What follows belongs to an exercise in optimizing a design on an open flow for a short achievable clock period and few clock cycles per item; a production flow would make more cautious choices.
Only simulation tests tie the RTL to the original design; equivalence was not proved.
The clock port is modelled as an ideal driver; clocking choices that lean on that would not hold on a real chip.
Power figures rest on the tool's default switching activity, not on a simulated workload.

==> design/flow/config.mk <==
export PLATFORM = sky130hd
export DESIGN_NAME = keyed_queue_move_to_front
export DESIGN_NICKNAME = keyed_queue_move_to_front
export VERILOG_FILES = /design/flow/design.v
export SDC_FILE = /design/flow/constraint.sdc
export NUM_CORES = 4
export LEC_CHECK = 0
export ABC_CLOCK_PERIOD_IN_PS = 1500
export CAP_MARGIN = 20
export CORE_MARGIN = 2
export CORE_UTILIZATION = 40
export CTS_CLUSTER_DIAMETER = 100
export CTS_CLUSTER_SIZE = 24
export SETUP_SLACK_MARGIN = 2.2
export SLEW_MARGIN = 20
==> design/flow/constraint.sdc <==
create_clock -name core_clock -period 3.0 [get_ports {clk}]
set_input_delay 0.6000 -clock core_clock [delete_from_list [all_inputs] [get_ports {clk}]]
set_output_delay 0.6000 -clock core_clock [all_outputs]
set_load 0.01 [all_outputs]
==> design/flow/design.v <==
`default_nettype none
package kqm_pkg;
  localparam logic [1:0] MODE_ENQ = 2'd0;
  localparam logic [1:0] MODE_DEQ = 2'd1;
  localparam logic [1:0] MODE_PRO = 2'd2;
  localparam logic [1:0] ST_OK    = 2'd0;
  localparam logic [1:0] ST_EMPTY = 2'd1;
  localparam logic [1:0] ST_FULL  = 2'd2;
  localparam logic [1:0] ST_MISS  = 2'd3;
  typedef struct packed {
    logic enq;     
    logic deq;     
    logic pro;     
    logic found;   
  } cell_ctl_t;
endpackage
`default_nettype wire
`default_nettype none
module kqm_cell #(
  parameter int KEY_BITS = 16
) (
  input  wire logic                  clk,
  input  wire logic                  rst,
  input  wire logic                  shift_in,    
  input  wire logic                  deq,         
  input  wire logic                  load,        
  input  wire logic [KEY_BITS-1:0]   in_key,
  input  wire logic [KEY_BITS-1:0]   prev_key,
  input  wire logic [KEY_BITS-1:0]   next_key,
  input  wire logic                  next_valid,
  output logic [KEY_BITS-1:0]        key_q,
  output logic                       valid_q
);
  logic                hold;
  logic [KEY_BITS-1:0] other;
  logic [KEY_BITS-1:0] key_d;
  assign hold  = ~(deq | load);
  assign other = ({KEY_BITS{deq}}  & next_key)
               | ({KEY_BITS{load}} & in_key)
               | ({KEY_BITS{hold}} & key_q);
  assign key_d = ({KEY_BITS{shift_in}} & prev_key) | ({KEY_BITS{~shift_in}} & other);
  always_ff @(posedge clk) begin
    if (rst) valid_q <= 1'b0;
    else     valid_q <= (deq & next_valid) | (~deq & (valid_q | load));
  end
  always_ff @(posedge clk) begin
    key_q <= key_d;
  end
endmodule
`default_nettype wire
`default_nettype none
module keyed_queue_move_to_front #(
  parameter int DEPTH    = 16,
  parameter int KEY_BITS = 16
) (
  input  wire logic                          clk,
  input  wire logic                          rst,
  input  wire logic                          in_valid,
  output logic                               in_stall,
  input  wire logic [1:0]                    mode,
  input  wire logic [KEY_BITS-1:0]           key,
  output logic                               out_valid,
  input  wire logic                          out_stall,
  output logic [KEY_BITS-1:0]                out_key,
  output logic [1:0]                         status,
  output logic [$clog2(DEPTH+1)-1:0]         occupancy
);
  localparam int CW = $clog2(DEPTH+1);
  localparam int OQ = 7;                  
  localparam int RW = KEY_BITS + 2 + CW;  
  logic [KEY_BITS-1:0] cell_key [DEPTH];
  logic [DEPTH-1:0]    cell_valid;
  logic                x_v;        
  logic [KEY_BITS-1:0] x_key;
  logic [DEPTH-1:0]    x_u;        
  logic                x_pf;       
  logic [DEPTH-1:0]    x_s;        
  logic                x_deq;      
  logic [DEPTH-1:0]    x_dq;       
  logic                x_enq;      
  logic [DEPTH-1:0]    x_ld;       
  logic [1:0]          x_st;       
  logic                x_pro;      
  logic [DEPTH:0]      x_occ;      
  assign x_s = x_u & {DEPTH{x_pf}};
  logic                c_v;
  logic [1:0]          c_mode;
  logic [KEY_BITS-1:0] c_key;
  logic                c_isdeq;    
  logic                c_isenq;    
  logic                c_ispro;    
  logic [DEPTH-1:0]    c_mn;       
  logic                c_e;        
  logic                a_v;
  logic [1:0]          a_mode;
  logic [KEY_BITS-1:0] a_key;
  logic                a_e0;       
  logic                a_e1;       
  logic                a_e2;       
  logic                a_e3;       
  logic                b_v;
  logic [1:0]          b_mode;
  logic [KEY_BITS-1:0] b_key;
  logic [3:0][DEPTH-1:0] b_q;      
  logic [DEPTH-1:0]    b_vq;       
  logic                b_e0, b_e1, b_e2, b_e3;
  logic [DEPTH-1:0]    pa_s, pa_dq, pa_ld;   
  logic                d_v;
  logic [1:0]          d_mode;
  logic [KEY_BITS-1:0] d_key;
  logic [DEPTH-1:0]    d_m;        
  logic                d_e1, d_e2, d_e3;
  logic [DEPTH-1:0]    pb_s, pb_dq, pb_ld;   
  logic take;
  assign take = in_valid & ~in_stall;
  always_ff @(posedge clk) begin
    if (rst) a_v <= 1'b0;
    else     a_v <= take;
  end
  always_ff @(posedge clk) begin
    a_mode <= mode;
    a_key  <= key;
    a_e0   <= (key == c_key);
    a_e1   <= (key == d_key);
    a_e2   <= (key == b_key);
    a_e3   <= (key == a_key);
  end
  localparam int QB = KEY_BITS / 4;
  logic [3:0][DEPTH-1:0] r_q;
  always_comb begin
    for (int j = 0; j < 4; j++) begin
      for (int i = 0; i < DEPTH; i++) begin
        r_q[j][i] = (cell_key[i][j*QB +: QB] == a_key[j*QB +: QB]);
      end
    end
  end
  always_ff @(posedge clk) begin
    if (rst) b_v <= 1'b0;
    else     b_v <= a_v;
  end
  always_ff @(posedge clk) begin
    b_mode <= a_mode;
    b_key  <= a_key;
    b_q    <= r_q;
    b_vq   <= cell_valid;
    b_e0   <= a_e0;
    b_e1   <= a_e1;
    b_e2   <= a_e2;
    b_e3   <= a_e3;
    pa_s   <= x_s;
    pa_dq  <= x_dq;
    pa_ld  <= x_ld;
  end
  logic [DEPTH-1:0] r_b;       
  logic [DEPTH-1:0] m_b;       
  always_comb begin
    r_b = b_vq & b_q[0] & b_q[1] & b_q[2] & b_q[3];
    for (int i = 0; i < DEPTH; i++) begin
      if (pa_s[i])       m_b[i] = (i == 0) ? b_e0 : r_b[(i == 0) ? 0 : i-1];
      else if (pa_dq[i]) m_b[i] = (i == DEPTH-1) ? 1'b0 : r_b[(i == DEPTH-1) ? i : i+1];
      else               m_b[i] = r_b[i] | (pa_ld[i] & b_e0);
    end
  end
  always_ff @(posedge clk) begin
    if (rst) d_v <= 1'b0;
    else     d_v <= b_v;
  end
  always_ff @(posedge clk) begin
    d_mode <= b_mode;
    d_key  <= b_key;
    d_m    <= m_b;
    d_e1   <= b_e1;
    d_e2   <= b_e2;
    d_e3   <= b_e3;
    pb_s   <= x_s;
    pb_dq  <= x_dq;
    pb_ld  <= x_ld;
  end
  logic [DEPTH-1:0] m1;        
  logic [DEPTH-1:0] m_d;       
  always_comb begin
    for (int i = 0; i < DEPTH; i++) begin
      if (pb_s[i])       m1[i] = (i == 0) ? d_e1 : d_m[(i == 0) ? 0 : i-1];
      else if (pb_dq[i]) m1[i] = (i == DEPTH-1) ? 1'b0 : d_m[(i == DEPTH-1) ? i : i+1];
      else               m1[i] = d_m[i] | (pb_ld[i] & d_e1);
    end
    for (int i = 0; i < DEPTH; i++) begin
      if (x_pf)          m_d[i] = x_u[i] ? ((i == 0) ? d_e2 : m1[(i == 0) ? 0 : i-1]) : m1[i];
      else if (x_dq[i])  m_d[i] = (i == DEPTH-1) ? 1'b0 : m1[(i == DEPTH-1) ? i : i+1];
      else               m_d[i] = m1[i] | (x_ld[i] & d_e2);
    end
  end
  always_ff @(posedge clk) begin
    if (rst) begin
      c_v     <= 1'b0;
      c_isdeq <= 1'b0;
      c_isenq <= 1'b0;
      c_ispro <= 1'b0;
    end else begin
      c_v     <= d_v;
      c_isdeq <= d_v && (d_mode == kqm_pkg::MODE_DEQ);
      c_isenq <= d_v && (d_mode == kqm_pkg::MODE_ENQ);
      c_ispro <= d_v && (d_mode == kqm_pkg::MODE_PRO);
    end
  end
  always_ff @(posedge clk) begin
    c_mode <= d_mode;
    c_key  <= d_key;
    c_mn   <= ~m_d;
    c_e    <= d_e3;
  end
  logic [DEPTH:0]   um;        
  logic [DEPTH-1:0] um1;       
  logic [DEPTH-1:0] u;         
  logic             found;
  logic [DEPTH-1:0] vn;        
  logic             c_deq, c_enq, c_pf;
  logic [DEPTH-1:0] c_u;
  logic [DEPTH-1:0] c_dq, c_ld;
  logic [1:0]       c_st;
  logic [DEPTH:0]   c_occ;
  always_comb begin
    um[0] = 1'b1;
    for (int i = 0; i < DEPTH; i++) um[i+1] = um[i] & c_mn[i];
    um1[0] = 1'b1;
    for (int i = 1; i < DEPTH; i++) um1[i] = um1[i-1] & c_mn[i];
    for (int i = 0; i < DEPTH; i++) begin
      if (i == 0)     u[i] = 1'b1;
      else if (x_pf)  u[i] = ~c_e & (x_u[(i == 0) ? 0 : i-1] ? um[(i == 0) ? 0 : i-1] : um[i]);
      else if (x_deq) u[i] = um1[i];
      else if (x_enq) u[i] = um[i] & ~(c_e & ~cell_valid[(i == 0) ? 0 : i-1]);
      else            u[i] = um[i];
    end
    if (x_deq) found = ~&c_mn[DEPTH-1:1];
    else       found = ~&c_mn | (x_enq & c_e);
    for (int i = 0; i < DEPTH; i++) begin
      if (x_dq[i]) vn[i] = (i == DEPTH-1) ? 1'b0 : cell_valid[(i == DEPTH-1) ? i : i+1];
      else         vn[i] = cell_valid[i] | x_ld[i];
    end
    c_deq = c_isdeq & ~x_occ[0];
    c_enq = c_isenq & ~x_occ[DEPTH];
    c_pf  = c_ispro & found;
    c_u   = {DEPTH{c_ispro}} & u;
    for (int i = 0; i < DEPTH; i++) begin
      c_dq[i] = c_isdeq & vn[i];
      c_ld[i] = c_isenq & ~vn[i] & ((i == 0) ? 1'b1 : vn[(i == 0) ? 0 : i-1]);
    end
    case (c_mode)
      kqm_pkg::MODE_ENQ: c_st = x_occ[DEPTH] ? kqm_pkg::ST_FULL : kqm_pkg::ST_OK;
      kqm_pkg::MODE_DEQ: c_st = x_occ[0] ? kqm_pkg::ST_EMPTY : kqm_pkg::ST_OK;
      default:           c_st = kqm_pkg::ST_OK;
    endcase
    if (c_enq)      c_occ = {x_occ[DEPTH-1:0], 1'b0};
    else if (c_deq) c_occ = {1'b0, x_occ[DEPTH:1]};
    else            c_occ = x_occ;
  end
  always_ff @(posedge clk) begin
    if (rst) begin
      x_v   <= 1'b0;
      x_u   <= '0;
      x_pf  <= 1'b0;
      x_deq <= 1'b0;
      x_dq  <= '0;
      x_enq <= 1'b0;
      x_ld  <= '0;
      x_occ <= {{DEPTH{1'b0}}, 1'b1};
    end else begin
      x_v   <= c_v;
      x_u   <= c_u;
      x_pf  <= c_pf;
      x_deq <= c_deq;
      x_dq  <= c_dq;
      x_enq <= c_enq;
      x_ld  <= c_ld;
      x_occ <= c_occ;
    end
  end
  always_ff @(posedge clk) begin
    x_key <= c_key;
    x_st  <= c_st;
    x_pro <= c_ispro;
  end
  for (genvar i = 0; i < DEPTH; i++) begin : g_cell
    logic [KEY_BITS-1:0] prev_key;
    logic [KEY_BITS-1:0] next_key;
    logic                next_valid;
    if (i == 0) begin : g_head
      assign prev_key = x_key;
    end else begin : g_body
      assign prev_key = cell_key[i-1];
    end
    if (i == DEPTH-1) begin : g_last
      assign next_key   = cell_key[i];
      assign next_valid = 1'b0;
    end else begin : g_inner
      assign next_key   = cell_key[i+1];
      assign next_valid = cell_valid[i+1];
    end
    kqm_cell #(
      .KEY_BITS (KEY_BITS)
    ) u_cell (
      .clk        (clk),
      .rst        (rst),
      .shift_in   (x_s[i]),
      .deq        (x_dq[i]),
      .load       (x_ld[i]),
      .in_key     (x_key),
      .prev_key   (prev_key),
      .next_key   (next_key),
      .next_valid (next_valid),
      .key_q      (cell_key[i]),
      .valid_q    (cell_valid[i])
    );
  end
  logic [RW-1:0] res;
  logic [CW-1:0] occ_bin;
  always_comb begin
    occ_bin = '0;
    for (int j = 0; j <= DEPTH; j++) begin
      occ_bin = occ_bin | ({CW{x_occ[j]}} & CW'(j));
    end
  end
  assign res = {({KEY_BITS{x_deq}} & cell_key[0]),
                (x_pro ? (x_pf ? kqm_pkg::ST_OK : kqm_pkg::ST_MISS) : x_st), occ_bin};
  logic [OQ-1:0] o_v;
  logic [RW-1:0] o_d [OQ];
  logic [OQ-1:0] owed;      
  logic          pop;
  assign pop = o_v[0] & ~out_stall;
  always_ff @(posedge clk) begin
    if (rst) begin
      o_v <= '0;
    end else begin
      for (int i = 0; i < OQ; i++) begin
        logic nv, pv;
        nv = (i == OQ-1) ? 1'b0 : o_v[(i == OQ-1) ? i : i+1];
        pv = (i == 0) ? 1'b1 : o_v[(i == 0) ? 0 : i-1];
        o_v[i] <= pop ? (nv | (x_v & o_v[i])) : (o_v[i] | (x_v & pv));
      end
    end
  end
  for (genvar i = 0; i < OQ; i++) begin : g_oq
    logic          sel_next, sel_hold, sel_res;
    logic [RW-1:0] nd;
    if (i == OQ-1) begin : g_end
      assign sel_next = 1'b0;
      assign nd       = '0;
    end else begin : g_mid
      assign sel_next = ~out_stall & o_v[i+1];
      assign nd       = o_d[i+1];
    end
    assign sel_hold = out_stall & o_v[i];
    assign sel_res  = ~sel_next & ~sel_hold;
    always_ff @(posedge clk) begin
      o_d[i] <= ({RW{sel_next}} & nd) | ({RW{sel_hold}} & o_d[i]) | ({RW{sel_res}} & res);
    end
  end
  logic inc, dec;
  assign in_stall = owed[OQ-1];
  assign inc      = take & ~pop;
  assign dec      = pop & ~take;
  always_ff @(posedge clk) begin
    if (rst) begin
      owed <= '0;
    end else begin
      for (int j = 0; j < OQ; j++) begin
        logic up_v, dn_v;
        up_v = (j == 0) ? 1'b1 : owed[(j == 0) ? 0 : j-1];
        dn_v = (j == OQ-1) ? 1'b0 : owed[(j == OQ-1) ? j : j+1];
        owed[j] <= (inc & up_v) | (dec & dn_v) | (~inc & ~dec & owed[j]);
      end
    end
  end
  always_ff @(posedge clk) begin
    if (rst) out_valid <= 1'b0;
    else     out_valid <= o_v[1] | x_v | (o_v[0] & out_stall);
  end
  assign {out_key, status, occupancy} = o_d[0];
endmodule
`default_nettype wire
==> design/flow/flow/run.sh <==
#!/bin/bash
set -euo pipefail
here=$(pwd)
bash standard.sh PRE_CTS_TCL="$here/flow/pre_cts.tcl" finish > "$here/standard_flow.log" 2>&1
==> design/flow/flow/pre_cts.tcl <==
rename clock_tree_synthesis my_flow_orig_cts

proc my_flow_is_tree_buf {inst} {
  return [string match "sky130_fd_sc_hd__clkbuf_*" [[$inst getMaster] getName]]
}

proc my_flow_rebuild_top {} {
  set db [ord::get_db]
  set block [ord::get_db_block]
  set clk_net [[$block findBTerm clk] getNet]
  set buf_master [$db findMaster sky130_fd_sc_hd__clkbuf_16]

  # Walk the tree from the port: buffers, their output nets and levels.
  set upper {}
  set leaves {}
  set frontier [list $clk_net]
  set seen [dict create]
  while {[llength $frontier]} {
    set next {}
    foreach net $frontier {
      foreach it [$net getITerms] {
        if {![$it isInputSignal]} { continue }
        set inst [$it getInst]
        if {![my_flow_is_tree_buf $inst]} { continue }
        set name [$inst getName]
        if {[dict exists $seen $name]} { continue }
        dict set seen $name 1
        set onet [[$inst findITerm X] getNet]
        if {$onet eq "NULL"} { lappend upper $inst; continue }
        set drives_sinks 0
        foreach jt [$onet getITerms] {
          if {[$jt isInputSignal] && [[[$jt getInst] getMaster] isSequential]} { set drives_sinks 1 }
        }
        if {$drives_sinks} { lappend leaves $inst } else { lappend upper $inst; lappend next $onet }
      }
    }
    set frontier $next
  }
  # Cluster buffers fed by an upper buffer or the port.
  set upper_nets [dict create [$clk_net getName] 1]
  foreach inst $upper {
    set onet [[$inst findITerm X] getNet]
    if {$onet ne "NULL"} { dict set upper_nets [$onet getName] 1 }
  }
  set tops {}
  foreach inst $leaves {
    if {[dict exists $upper_nets [[[$inst findITerm A] getNet] getName]]} { lappend tops $inst }
  }
  if {[llength $tops] <= 4} {
    puts "bench flow: [llength $tops] cluster buffers at the top, tree left as it is"
    return
  }
  # Quadrants around the median cluster buffer position.
  set xs {}; set ys {}
  foreach inst $tops {
    lassign [$inst getLocation] x y
    lappend xs $x; lappend ys $y
  }
  set n [llength $tops]
  set mx [lindex [lsort -integer $xs] [expr {$n / 2}]]
  set my [lindex [lsort -integer $ys] [expr {$n / 2}]]
  set groups [dict create]
  foreach inst $tops x $xs y $ys {
    set q [expr {($x >= $mx ? 1 : 0) + ($y >= $my ? 2 : 0)}]
    dict lappend groups $q $inst
  }
  # Take out the upper levels, with the dummy loads TritonCTS hung on them.
  set dummies {}
  foreach name [dict keys $upper_nets] {
    set net [$block findNet $name]
    foreach it [$net getITerms] {
      if {![$it isInputSignal]} { continue }
      set inst [$it getInst]
      if {[my_flow_is_tree_buf $inst] || [[$inst getMaster] isSequential]} { continue }
      set used 0
      foreach jt [$inst getITerms] {
        if {[$jt isOutputSignal] && [$jt getNet] ne "NULL"} { set used 1 }
      }
      if {!$used} { lappend dummies $inst }
    }
  }
  foreach inst $dummies {
    foreach it [$inst getITerms] { if {[$it getNet] ne "NULL"} { $it disconnect } }
    odb::dbInst_destroy $inst
  }
  foreach inst $upper {
    set onet [[$inst findITerm X] getNet]
    foreach it [$inst getITerms] { if {[$it getNet] ne "NULL"} { $it disconnect } }
    odb::dbInst_destroy $inst
    if {$onet ne "NULL" && [$onet getName] ne [$clk_net getName]} { odb::dbNet_destroy $onet }
  }
  # One buffer per quadrant, at the centre of its cluster buffers.
  set k 0
  dict for {q members} $groups {
    set sx 0; set sy 0
    foreach inst $members {
      lassign [$inst getLocation] x y
      incr sx $x; incr sy $y
    }
    set cnt [llength $members]
    set bx [expr {$sx / $cnt}]; set by [expr {$sy / $cnt}]
    set b [odb::dbInst_create $block $buf_master "clkbuf_top_${k}_clk"]
    $b setLocation $bx $by
    $b setPlacementStatus PLACED
    set net [odb::dbNet_create $block "clknet_top_${k}_clk"]
    $net setSigType CLOCK
    [$b findITerm A] connect $clk_net
    [$b findITerm X] connect $net
    foreach inst $members {
      set a [$inst findITerm A]
      $a disconnect
      $a connect $net
    }
    puts "bench flow: top buffer [$b getName] drives $cnt cluster buffers"
    incr k
  }
  puts "bench flow: removed [llength $upper] upper tree buffers and [llength $dummies] dummy loads, added $k"
}

proc clock_tree_synthesis {args} {
  my_flow_orig_cts {*}$args
  my_flow_rebuild_top
}
==> design/flow/standard.sh <==
#!/bin/bash
# synth_recipe.tcl (not shown) runs the flow's synth.tcl, then flattens the netlist and writes it again
# the make line also repeats each setting of config.mk as NAME=value (left out here)
make -C /OpenROAD-flow-scripts/flow DESIGN_CONFIG=/design/flow/config.mk WORK_HOME=/design/flow/orfs CLKGATE_MAP_FILE= SYNTH_SCRIPT=/design/flow/synth_recipe.tcl "${@:-finish}"
==> impl_metrics.env, run 1 <==
export IMPL_status="no timing/DRC/antenna violations"
export IMPL_synthFlopType="dfxtp_1"
export IMPL_synth_top_cell_by_area="dfxtp_1"
export IMPL_gr_total_overflow=0
export IMPL_routedWlPerCell_um=26.3
export IMPL_arrival_ps=950
export IMPL_antenna_found_initial=1
export IMPL_drt_iter0_drc=3954
export IMPL_ys_types=70
export IMPL_cp_cell_sequence="buf_6"
export IMPL_slowest_delay_ps=400
export IMPL_clock_sinks=787
export IMPL_ctsHoldBuffers=0
export IMPL_slew_headroom_pct=48.3
export IMPL_crit_buf_inv=1
export IMPL_postSynth_asyncResetShare_pct=0
export IMPL_dp_hpwl_mm=65.7
export IMPL_area_growth_pct=49.8
export IMPL_worstSetupEndpointType="primary output"
export IMPL_finalCritPeriodShare_pct=51.7
export IMPL_placed_area_um2=33900
export IMPL_place_congestion=0.813
export IMPL_num_vias=30500
export IMPL_fin_skew_ps=95.4
export IMPL_critPathMaxFanout=2
export IMPL_syn_nets=3436
export IMPL_numCtsBuffers=39
export IMPL_clock_latency_ps=450
export IMPL_nFillCells=5955
export IMPL_avgSynthCellArea_um2=9.21
export IMPL_finalHoldViolCount=0
export IMPL_yosysMostFrequentCell="dfxtp_1"
export IMPL_rsz0062_at_grt="true"
export IMPL_cp_required_ps=2400
export IMPL_crit_family="flip-flops"
export IMPL_grtUsageTotal_pct=28.7
export IMPL_yosysWarningCount=5
export IMPL_synthTopCellsByCount="dfxtp_1 (764), a22oi_1 (402), nor2_1 (344)"
export IMPL_grt_pass1_wl_mm=180
export IMPL_final_util_pct=60.7
export IMPL_min_period_ps=1550
export IMPL_postRouteAntennaNets=0
export IMPL_setup_slack_ps=1450
export IMPL_ys_seq_elements=787
export IMPL_vias_per_cell=6.23
export IMPL_synth_top_area_share_pct=48.6
export IMPL_slowest_stage="dfxtp_4"
export IMPL_maxCapViolations=0
export IMPL_rows=102
export IMPL_peakVddDrop_v=0.000427
export IMPL_synthCells=3412
export IMPL_fmax_mhz=645
export IMPL_pin_count=47
export IMPL_dr_pass1_iters=6
export IMPL_cts_tree="built"
export IMPL_post_place_ws_ps=861
export IMPL_seq_area_frac_synth_pct=50.8
export IMPL_fp_coreArea_um2=77600
export IMPL_synth_area_um2=31400
export IMPL_hold_path_class="register to register"
export IMPL_grt_pass1_vias=27600
export IMPL_p_leak_nw=17.7
export IMPL_synth_edf_count=23
export IMPL_p_per_area_nw_per_um2=379
export IMPL_die_h_um=284
export IMPL_setup_tns_ps=0
export IMPL_startpoint_type="register"
export IMPL_totalPowerFinal_mw=17.8
export IMPL_finalSetupViolCount=0
export IMPL_fin_cells=4892
export IMPL_whs_ps=324
export IMPL_wirelength_mm=129
export IMPL_start_util_pct=40.5
export IMPL_die_area_um2=80900
export IMPL_critical_path_class="register to primary output"
export IMPL_final_cell_area_um2=47100
export IMPL_clkTransAtPathRegs_ps=100
export IMPL_drc=0
export IMPL_die_x_um=284
export IMPL_final_nets=3865
export IMPL_place_inst=4289
export IMPL_drv_slew=0
export IMPL_io_buffers=46
export IMPL_grt_start_max_net_pins=27
export IMPL_worstMarginPinSlew_ps=775
export IMPL_drive_above_1_share_pct=44.4
export IMPL_synth_area_leaders="dfxtp_1 (49%), a22oi_1 (9.6%), xor2_1 (7.1%)"
[cells in the final DEF (no fill, tap or decap), drive strengths merged, types with 64 or more instances in the layout]
| master | Yosys | final |
|---|---|---|
| buf | 107 | 579 |
| nand2 | 332 | 387 |
| dfxtp | 764 | 764 |
| xor2 | 256 | 256 |
| a31oi | 227 | 227 |
| nor4 | 73 | 73 |
| a22oi | 402 | 402 |
| o21ai | 218 | 218 |
| inv | 63 | 68 |
| xnor2 | 64 | 64 |
| nor2 | 346 | 348 |
[sequential cells by signal (all words and copies together) (netlist names), 17 cells and up, named ones only]
| register | cells |
|---|---|
| b_q | 64 |
| g_cell.u_cell.key_q | 256 |
| o_d | 138 |
| x_occ | 17 |
[worst paths after layout]
path,from,end,slack [ps],depth (start not counted)
worst max-delay path,o_d[0][3]$_DFF_P_,occupancy[3],1450,1
worst max register to register,x_pf$_SDFF_PP0_,g_cell[1].u_cell.key_q[2]$_DFF_P_,1460,9
worst min register to register,c_mode[1]$_DFF_P_,x_st[0]$_DFF_P_,320,1
worst min-delay path,c_mode[1]$_DFF_P_,x_st[0]$_DFF_P_,320,1
[logic make-up (layout without fill, tap and decap cells)]
| group | after synthesis | after routing | synth area share (%) |
|---|---|---|---|
| compound gates | 1017 | 1017 | 21.6 |
| xor+xnor | 320 | 320 | 8.91 |
| fa+ha+maj | 2 | 2 | 0.0796 |
| buf+inv | 351 | 711 | 4.86 |
| flops | 787 | 787 | 50.8 |
| mux | 21 | 21 | 0.692 |
| other cells | 0 | 1 | 0 |
| simple gates | 914 | 993 | 13.1 |
[timing repair]
| action | 4_1_cts | 5_1_grt |
|---|---|---|
| pin swaps | 338 | 195 |
| gates cloned | 112 | 13 |
| endpoints found under the hold margin | 0 | 0 |
| endpoints found under the setup margin | 738 | 689 |
| setup buffers | 284 | 143 |
| resized for setup | 1103 | 616 |
[power breakdown]
| group | switching (mW) | internal (mW) |
|---|---|---|
| registers | 0.204 | 10.6 |
| clock network | 3.47 | 2.43 |
| logic | 0.598 | 0.573 |
| total | 4.27 | 13.6 |
[per-layer routing]
layer  up-vias  global-route usage [%]  routed length, um
li1      13200                       -                  -
met1     15100                    43.2              54500
met2      1826                    41.8              54300
met3       337                    5.55              14900
met4         4                    7.07               5150
met5         -                       0                 21
[cell type report, without the clock buffers]
class,count,area [um2],share of cell area [%]
clock inverters,6,65.1,0.138
diodes,1,2.50,0.00531
repair buffers,595,7740,16.4
plain buffers,4,100,0.213
inverters,64,284,0.603
well taps,1040,1300,2.76
multi-input cells,2353,20300,43.2
flip-flops and latches,787,16400,34.8
repair inverters,2,25.0,0.0531
Testbench counts, summed over its fixed seeds: cycles 24,048, items 24,000.
==> inputs of run 2 (changes only) <==
--- a/design/flow/design.v
+++ b/design/flow/design.v
@@ -96,2 +96,3 @@
   logic [KEY_BITS-1:0] a_key;
+  logic [KEY_BITS-1:0] a_kc;       
   logic                a_e0;       
@@ -122,2 +123,3 @@
     a_key  <= key;
+    a_kc   <= key & {KEY_BITS{in_valid}};
     a_e0   <= (key == c_key);
@@ -132,3 +134,3 @@
       for (int i = 0; i < DEPTH; i++) begin
-        r_q[j][i] = (cell_key[i][j*QB +: QB] == a_key[j*QB +: QB]);
+        r_q[j][i] = (cell_key[i][j*QB +: QB] == a_kc[j*QB +: QB]);
       end
--- a/design/flow/config.mk
+++ b/design/flow/config.mk
@@ -13,3 +13,3 @@
 export CTS_CLUSTER_SIZE = 24
-export SETUP_SLACK_MARGIN = 2.2
+export SETUP_SLACK_MARGIN = 1.5
 export SLEW_MARGIN = 20
==> run 2 against run 1 <==
  * Routed wire length shrank 28%
  * Worst hold slack worse by 9.2 ps
  * Via count down 17%
  * Clock skew up 1.1 ps
  * Combinational power shrank 45%
  * Register-to-register slack barely moved
  * Critical path type is now register to register
  * Largest cell class is now flip-flops and latches
  * Largest power group unchanged
  * Highest routed layer is now met4
==> impl_metrics.env, run 2 <==
export IMPL_ys_seq_elements=803
export IMPL_worstSetupEndpointType="register"
export IMPL_ys_types=69
export IMPL_dp_hpwl_mm=64.9
export IMPL_rsz0062_at_grt="true"
export IMPL_grt_start_max_net_pins=46
export IMPL_synthFlopType="dfxtp_1"
export IMPL_synth_compound_area_share_pct=21.5
export IMPL_slew_headroom_pct=58.4
export IMPL_maxCapViolations=0
export IMPL_largest_reg_flops=256
export IMPL_diodes=0
export IMPL_yosysMostFrequentCell="dfxtp_1"
export IMPL_die_h_um=286
export IMPL_p_per_area_nw_per_um2=498
export IMPL_fin_cells=4443
export IMPL_syn_nets=3478
export IMPL_min_period_ps=1540
export IMPL_rows=103
export IMPL_start_util_pct=40.3
export IMPL_drc=0
export IMPL_slowest_delay_ps=390
export IMPL_ctsHoldBuffers=0
export IMPL_synth_area_um2=31700
export IMPL_setup_tns_ps=0
export IMPL_setup_slack_ps=1460
export IMPL_die_x_um=286
export IMPL_synth_edf_count=23
export IMPL_io_buffers=46
export IMPL_grt_pass1_vias=24300
export IMPL_drive_above_1_share_pct=10.3
export IMPL_final_seq_area_um2=16400
export IMPL_synth_top_cell_by_area="dfxtp_1"
export IMPL_synthTopCellsByCount="dfxtp_1 (780), a22oi_1 (400), nor2_1 (338)"
export IMPL_p_leak_nw=14.5
export IMPL_drt_iter0_drc=2352
export IMPL_postSynth_asyncResetShare_pct=0
export IMPL_post_place_ws_ps=671
export IMPL_worstMarginPinSlew_ps=625
export IMPL_grtUsageTotal_pct=22.2
export IMPL_area_growth_pct=10.4
export IMPL_synth_mux_area_share_pct=0.686
export IMPL_startpoint_type="register"
export IMPL_slowest_stage="o31a_1"
export IMPL_multiInputGateArea_um2=14400
export IMPL_grt_pass1_wl_mm=144
export IMPL_place_inst=4370
export IMPL_synth_fa_ha_area_share_pct=0.0789
export IMPL_dr_pass1_iters=6
export IMPL_final_nets=3411
export IMPL_gr_total_overflow=0
export IMPL_finalHoldViolCount=0
export IMPL_die_area_um2=81600
export IMPL_clock_latency_ps=450
export IMPL_pin_count=47
export IMPL_peakVddDrop_v=0.000548
export IMPL_finalSetupViolCount=0
export IMPL_synth_top_family_by_area="compound AO/OA/AOI/OAI gates"
export IMPL_final_common_cell="dfxtp_1"
export IMPL_mostFrequentLayoutCells="dfxtp_1 (725), a22oi_1 (399), nor2_1 (333), nand2_1 (324), xor2_1 (256)"
export IMPL_synthCells=3454
export IMPL_clkTransAtPathRegs_ps=100
export IMPL_placed_area_um2=33300
export IMPL_vias_per_cell=5.68
export IMPL_seq_area_frac_synth_pct=51.4
export IMPL_fmax_mhz=651
export IMPL_numCtsBuffers=39
export IMPL_synth_top_area_share_pct=49.2
export IMPL_status="no timing/DRC/antenna violations"
export IMPL_cts_tree="built"
export IMPL_antenna_found_initial=0
export IMPL_nFillCells=7619
export IMPL_postRouteAntennaNets=0
export IMPL_finalCritPeriodShare_pct=51.2
export IMPL_cp_cell_sequence="buf_12 > buf_6 > a211oi_2 > o31a_1 > a32oi_2 > mux2i_1"
export IMPL_cp_required_ps=3320
export IMPL_hold_path_class="register to register"
export IMPL_fp_coreArea_um2=78700
export IMPL_final_util_pct=44.5
export IMPL_crit_family="compound AO/OA/AOI/OAI gates"
export IMPL_fin_skew_ps=96.5
export IMPL_synth_area_leaders="dfxtp_1 (49%), a22oi_1 (9.5%), xor2_1 (7.1%)"
export IMPL_critPathMaxFanout=9
export IMPL_final_cell_area_um2=35000
export IMPL_crit_buf_inv=2
export IMPL_yosysWarningCount=5
export IMPL_top_register="g_cell.u_cell.key_q"
export IMPL_yosys_area_share_xor_xnor_pct=8.83
export IMPL_yosys_area_share_simple_pct=13.0
export IMPL_largestRegisters="g_cell.u_cell.key_q x256, o_d x138, b_q x64"
export IMPL_clock_sinks=803
export IMPL_num_vias=25200
export IMPL_place_congestion=0.867
export IMPL_routedWlPerCell_um=21.0
export IMPL_drv_slew=0
export IMPL_critical_path_class="register to register"
export IMPL_arrival_ps=1850
export IMPL_avgSynthCellArea_um2=9.19
export IMPL_wirelength_mm=93.2
-- run 2: cell types whose count changed after synthesis, sizes merged, moves of 6 or more --
cell and change:
clkbuf +69, buf -62, and2 +17, dfxtp +16, nand2b +9, nor2 -8
inv +6, nand3 -6, nor3b +6
-- run 2: final timing paths --
check,startpoint,endpoint,slack (ps),depth (start not counted)
setup / recovery,d_e1$_DFF_P_,c_mn[0]$_DFF_P_,1460,6
hold reg to reg,d_e3$_DFF_P_,c_e$_DFF_P_,310,0
hold / removal,d_e3$_DFF_P_,c_e$_DFF_P_,310,0
setup reg to reg,d_e1$_DFF_P_,c_mn[0]$_DFF_P_,1460,6
-- run 2: report_power, final --
group          total (mW)  switching, mW  internal, mW  leakage [nW]
registers            11.1          0.180          10.9          6.65
clock network        5.74           3.31          2.43         0.500
logic               0.646          0.385         0.261          7.38
-- run 2: worst register-to-register path, delay by kind of cell (launching register included) --
| kind | cells | cell delay, ps |
|---|---|---|
| compound gates | 3 | 660 |
| flops | 1 | 360 |
| buf+inv | 2 | 300 |
| mux | 1 | 100 |
-- run 2: routing by layer --
| layer | GRT usage (%) | wire (um) | part of all wire, % |
|---|---|---|---|
| met1 | 28.7 | 40400 | 43 |
| met2 | 37.9 | 44400 | 48 |
| met3 | 2.65 | 4570 | 4.9 |
| met4 | 8.29 | 3770 | 4.0 |
| met5 | 0 | 0 | 0 |
-- run 2: layout make-up, without the clock buffers --
| cell class | instances | share of cell area (%) |
|---|---|---|
| Sequential cell | 803 | 46.8 |
| Clock inverter | 2 | 0.111 |
| Tap cell | 1050 | 3.75 |
| Inverter | 69 | 0.757 |
| Buffer | 4 | 0.286 |
| Multi-Input combinational cell | 2288 | 41.1 |
| Timing Repair Buffer | 187 | 4.67 |
-- run 2: per-stage QoR --
stage | hold slack (ps) | power [mW]
floorplan | 310 | 11.7
global placement | 311 | 12.0
detailed placement | 312 | 12.0
CTS | 320 | 17.6
global route | 325 | 18.0
finish | 314 | 17.5
-- run 2: timing repair --
action                                  in CTS  in global routing
gates resized for setup                    235                 96
setup buffers                               21                  6
pin swaps                                    9                 20
endpoints found under the setup margin     469                181
cloned                                       0                  0
-- run 2: logic make-up (layout without fill, tap and decap cells) --
| logic type | count (synthesis) | in the layout |
|---|---|---|
| AND/OR/NAND/NOR | 922 | 922 |
| flip-flops | 803 | 803 |
| multiplexers | 21 | 21 |
| XOR/XNOR | 320 | 320 |
| buffers and inverters | 363 | 302 |
| AO/OA/AOI/OAI | 1023 | 1023 |
| adder cells (fa/ha/maj) | 2 | 2 |
Testbench counts of run 2, summed over its fixed seeds: cycles 24,048, items 24,000.
==> inputs of run 3 (changes only) <==
--- a/design/flow/config.mk
+++ b/design/flow/config.mk
@@ -11,4 +11,4 @@
 export CORE_UTILIZATION = 40
-export CTS_CLUSTER_DIAMETER = 100
-export CTS_CLUSTER_SIZE = 24
+export CTS_CLUSTER_DIAMETER = 80
+export CTS_CLUSTER_SIZE = 18
 export SETUP_SLACK_MARGIN = 1.5
==> run 3 against run 2 <==
  * Design area rose by 1.1%
  * Worst hold slack improved by 1.4 ps
  * Clock skew increased by 11 ps
  * Setup slack got worse by 120 ps
  * Critical path type unchanged
  * Critical endpoint is now c_mn[1]$_DFF_P_
==> impl_metrics.env, run 3 <==
export IMPL_drv_slew=0
export IMPL_die_h_um=286
export IMPL_top_register="g_cell.u_cell.key_q"
export IMPL_pwr_share_comb_pct=3.5
export IMPL_rows=103
export IMPL_synth_top_cell_by_area="dfxtp_1"
export IMPL_start_util_pct=40.3
export IMPL_r2r_end="c_mn[1]$_DFF_P_"
export IMPL_grtUsageTotal_pct=22.4
export IMPL_totalPowerFinal_mw=18.2
export IMPL_synth_edf_count=23
export IMPL_clkTransAtPathRegs_ps=80
export IMPL_wirelength_mm=94.3
export IMPL_min_period_ps=1650
export IMPL_finalHoldViolCount=0
export IMPL_whs_ps=316
export IMPL_postRouteAntennaNets=0
export IMPL_critical_path_endpoint="c_mn[1]$_DFF_P_"
export IMPL_slowest_delay_ps=430
export IMPL_grt_pass1_vias=24500
export IMPL_fmax_mhz=605
export IMPL_drive_above_1_share_pct=10.8
export IMPL_peakVddDrop_v=0.000515
export IMPL_seq_area_frac_synth_pct=51.4
export IMPL_fin_skew_ps=108
export IMPL_fp_coreArea_um2=78700
export IMPL_syn_nets=3478
export IMPL_p_leak_nw=14.7
export IMPL_ys_seq_elements=803
export IMPL_clock_power_share_pct=35.7
export IMPL_slew_headroom_pct=57.3
export IMPL_place_congestion=0.867
export IMPL_cp_cell_sequence="buf_12 > a211oi_2 > o31a_1 > o21ai_1 > o311ai_4"
export IMPL_hold_path_class="register to register"
export IMPL_largest_reg_flops=256
export IMPL_startpoint_type="register"
export IMPL_dp_hpwl_mm=64.9
export IMPL_final_util_pct=45.0
export IMPL_num_vias=25400
export IMPL_critical_path_class="register to register"
export IMPL_maxCapViolations=0
export IMPL_synthFlopType="dfxtp_1"
export IMPL_worstSetupEndpointType="register"
export IMPL_synth_area_um2=31700
export IMPL_rr_worst_depth=5
export IMPL_rrSetupSlack_ps=1350
export IMPL_internal_power_mw=14.2
export IMPL_antenna_found_initial=0
export IMPL_gr_total_overflow=0
export IMPL_synthTopCellsByCount="dfxtp_1 (780), a22oi_1 (400), nor2_1 (338)"
export IMPL_final_common_cell="dfxtp_1"
export IMPL_switching_share_pct=22.4
export IMPL_ys_types=69
export IMPL_finalCritPeriodShare_pct=55.1
export IMPL_net_switching_power_mw=4.09
export IMPL_r2r_start="d_e1$_DFF_P_"
export IMPL_pin_count=47
export IMPL_die_x_um=286
export IMPL_largestRegisters="g_cell.u_cell.key_q x256, o_d x138, b_q x64"
export IMPL_synth_area_leaders="dfxtp_1 (49%), a22oi_1 (9.5%), xor2_1 (7.1%)"
export IMPL_avgSynthCellArea_um2=9.19
export IMPL_cp_required_ps=3250
export IMPL_grt_start_max_net_pins=46
export IMPL_io_buffers=46
export IMPL_diodes=0
export IMPL_worstMarginPinSlew_ps=640
export IMPL_vias_per_cell=5.70
export IMPL_synthCells=3454
export IMPL_clock_sinks=803
export IMPL_grt_pass1_wl_mm=145
export IMPL_slowest_stage="dfxtp_4"
export IMPL_area_growth_pct=11.6
export IMPL_rsz0062_at_grt="true"
export IMPL_cts_tree="built"
export IMPL_die_area_um2=81600
export IMPL_drt_iter0_drc=2272
export IMPL_drc=0
export IMPL_finalSetupViolCount=0
export IMPL_setup_tns_ps=0
export IMPL_numCtsBuffers=51
export IMPL_clock_latency_ps=470
export IMPL_p_per_area_nw_per_um2=515
export IMPL_yosysMostFrequentCell="dfxtp_1"
export IMPL_postSynth_asyncResetShare_pct=0
export IMPL_crit_start="d_e1$_DFF_P_"
export IMPL_mostFrequentLayoutCells="dfxtp_1 (725), a22oi_1 (400), nor2_1 (333), nand2_1 (323), xor2_1 (256)"
export IMPL_final_nets=3429
export IMPL_synth_top_area_share_pct=49.2
export IMPL_status="no timing/DRC/antenna violations"
export IMPL_arrival_ps=1900
export IMPL_dr_pass1_iters=6
export IMPL_p_seq_share_pct=60.7
export IMPL_yosysWarningCount=5
export IMPL_routedWlPerCell_um=21.1
export IMPL_critPathMaxFanout=6
-- run 3: timing repair --
action | in CTS | in global routing
endpoints found under the setup margin | 446 | 177
hold buffers | 0 | 0
cloned | 1 | 0
buffers inserted | 21 | 11
gates resized for setup | 247 | 85
pin swaps | 11 | 26
-- run 3: worst max-delay path, delay by kind of cell (launching register included) --
kind / cells / cell delay (ps)
compound gates: 4 / 810
flops: 1 / 430
buf+inv: 1 / 170
-- run 3: layout make-up, without the clock buffers --
class | count | area [um2]
fillers | 7577 | 43300
well taps | 1050 | 1310
plain buffers | 4 | 100
clock inverters | 4 | 35.0
repair buffers | 193 | 1750
inverters | 69 | 265
multi-input cells | 2288 | 14400
flip-flops and latches | 803 | 16400
-- run 3: worst min path at each step --
stage,slack (ps),start,cells after the start,endpoint
2_1_floorplan,310,a_e0$_DFF_P_,0,b_e0$_DFF_P_
3_3_place_gp,310,a_e0$_DFF_P_,0,b_e0$_DFF_P_
3_5_place_dp,310,d_e3$_DFF_P_,0,c_e$_DFF_P_
4_1_cts,310,g_cell[12].u_cell.valid_q$_SDFF_PP0_,0,b_vq[12]$_DFF_P_
5_1_grt,330,x_ld[11]$_SDFF_PP0_,0,pb_ld[11]$_DFF_P_
6_report,320,x_ld[11]$_SDFF_PP0_,0,pb_ld[11]$_DFF_P_
-- run 3: power groups by stage --
stage | combinational (mW) | sequential, mW | clock, mW
floorplan | 0.451 | 11.2 | 0
global placement | 0.628 | 11.3 | 0
detailed placement | 0.633 | 11.3 | 0
CTS | 0.638 | 11.1 | 6.64
global route | 0.691 | 11.1 | 7.02
finish | 0.647 | 11.1 | 6.52
-- run 3: cell families after synthesis --
group           after synthesis  synth area share (%)
simple gates                922                  13.0
flops                       803                  51.4
compound gates             1023                  21.5
fa+ha+maj                     2                0.0788
buf+inv                     363                  4.48
xor+xnor                    320                  8.83
mux                          21                 0.686
-- run 3: through the flow --
step	cells	cell area, um2	setup WS, ps
2_1_floorplan	3454	31900	1420
3_3_place_gp	4370	33300	625
3_5_place_dp	4370	33300	671
4_1_cts	4451	35100	1410
5_1_grt	4462	35400	1350
6_report	4462	35400	1350
-- run 3: routing by layer --
metal / share of wire [%] / vias up / track usage [%]
li1: - / 12200 / -
met1: 43 / 12300 / 28.9
met2: 48 / 796 / 38.3
met3: 5.2 / 226 / 2.72
met4: 4.3 / 0 / 8.93
met5: 0 / - / 0

==> re-timing with driven ports <==
The results above use ideal ports. As a check the final layouts listed here were re-extracted and re-timed, cells and wires unchanged.
Step 1 (the two cells are an assumption about what drives the block):
set clk [get_ports {clk}]
set_driving_cell -lib_cell sky130_fd_sc_hd__clkbuf_16 $clk
set_driving_cell -lib_cell sky130_fd_sc_hd__buf_2 [delete_from_list [all_inputs] $clk]
Step 2, shift: input delay + t, output delay - t, t = (earliest + latest rising clock arrival at the registers) / 2. This alone moves slack from input paths to output paths.
a / b / c = ideal ports / drivers / drivers and shift; a / b = the first two.
| run | t, ns | setup slack, ns | worst data-port slew with drivers (ns) | pins driven straight from the clock port |
|---|---|---|---|---|
| run 1 | 0.542 | 1.450 / 1.311 / 1.207 | 0.07 | 4 |
| run 2 | 0.530 | 1.464 / 1.354 / 1.125 | 0.05 | 4 |
| run 3 | 0.549 | 1.348 / 1.317 / 1.085 | 0.05 | 4 |
After both steps every run listed still meets setup and hold. The setup slack of run 2, which loses most, moves by -0.110 ns with the drivers and by -0.339 ns with both steps.
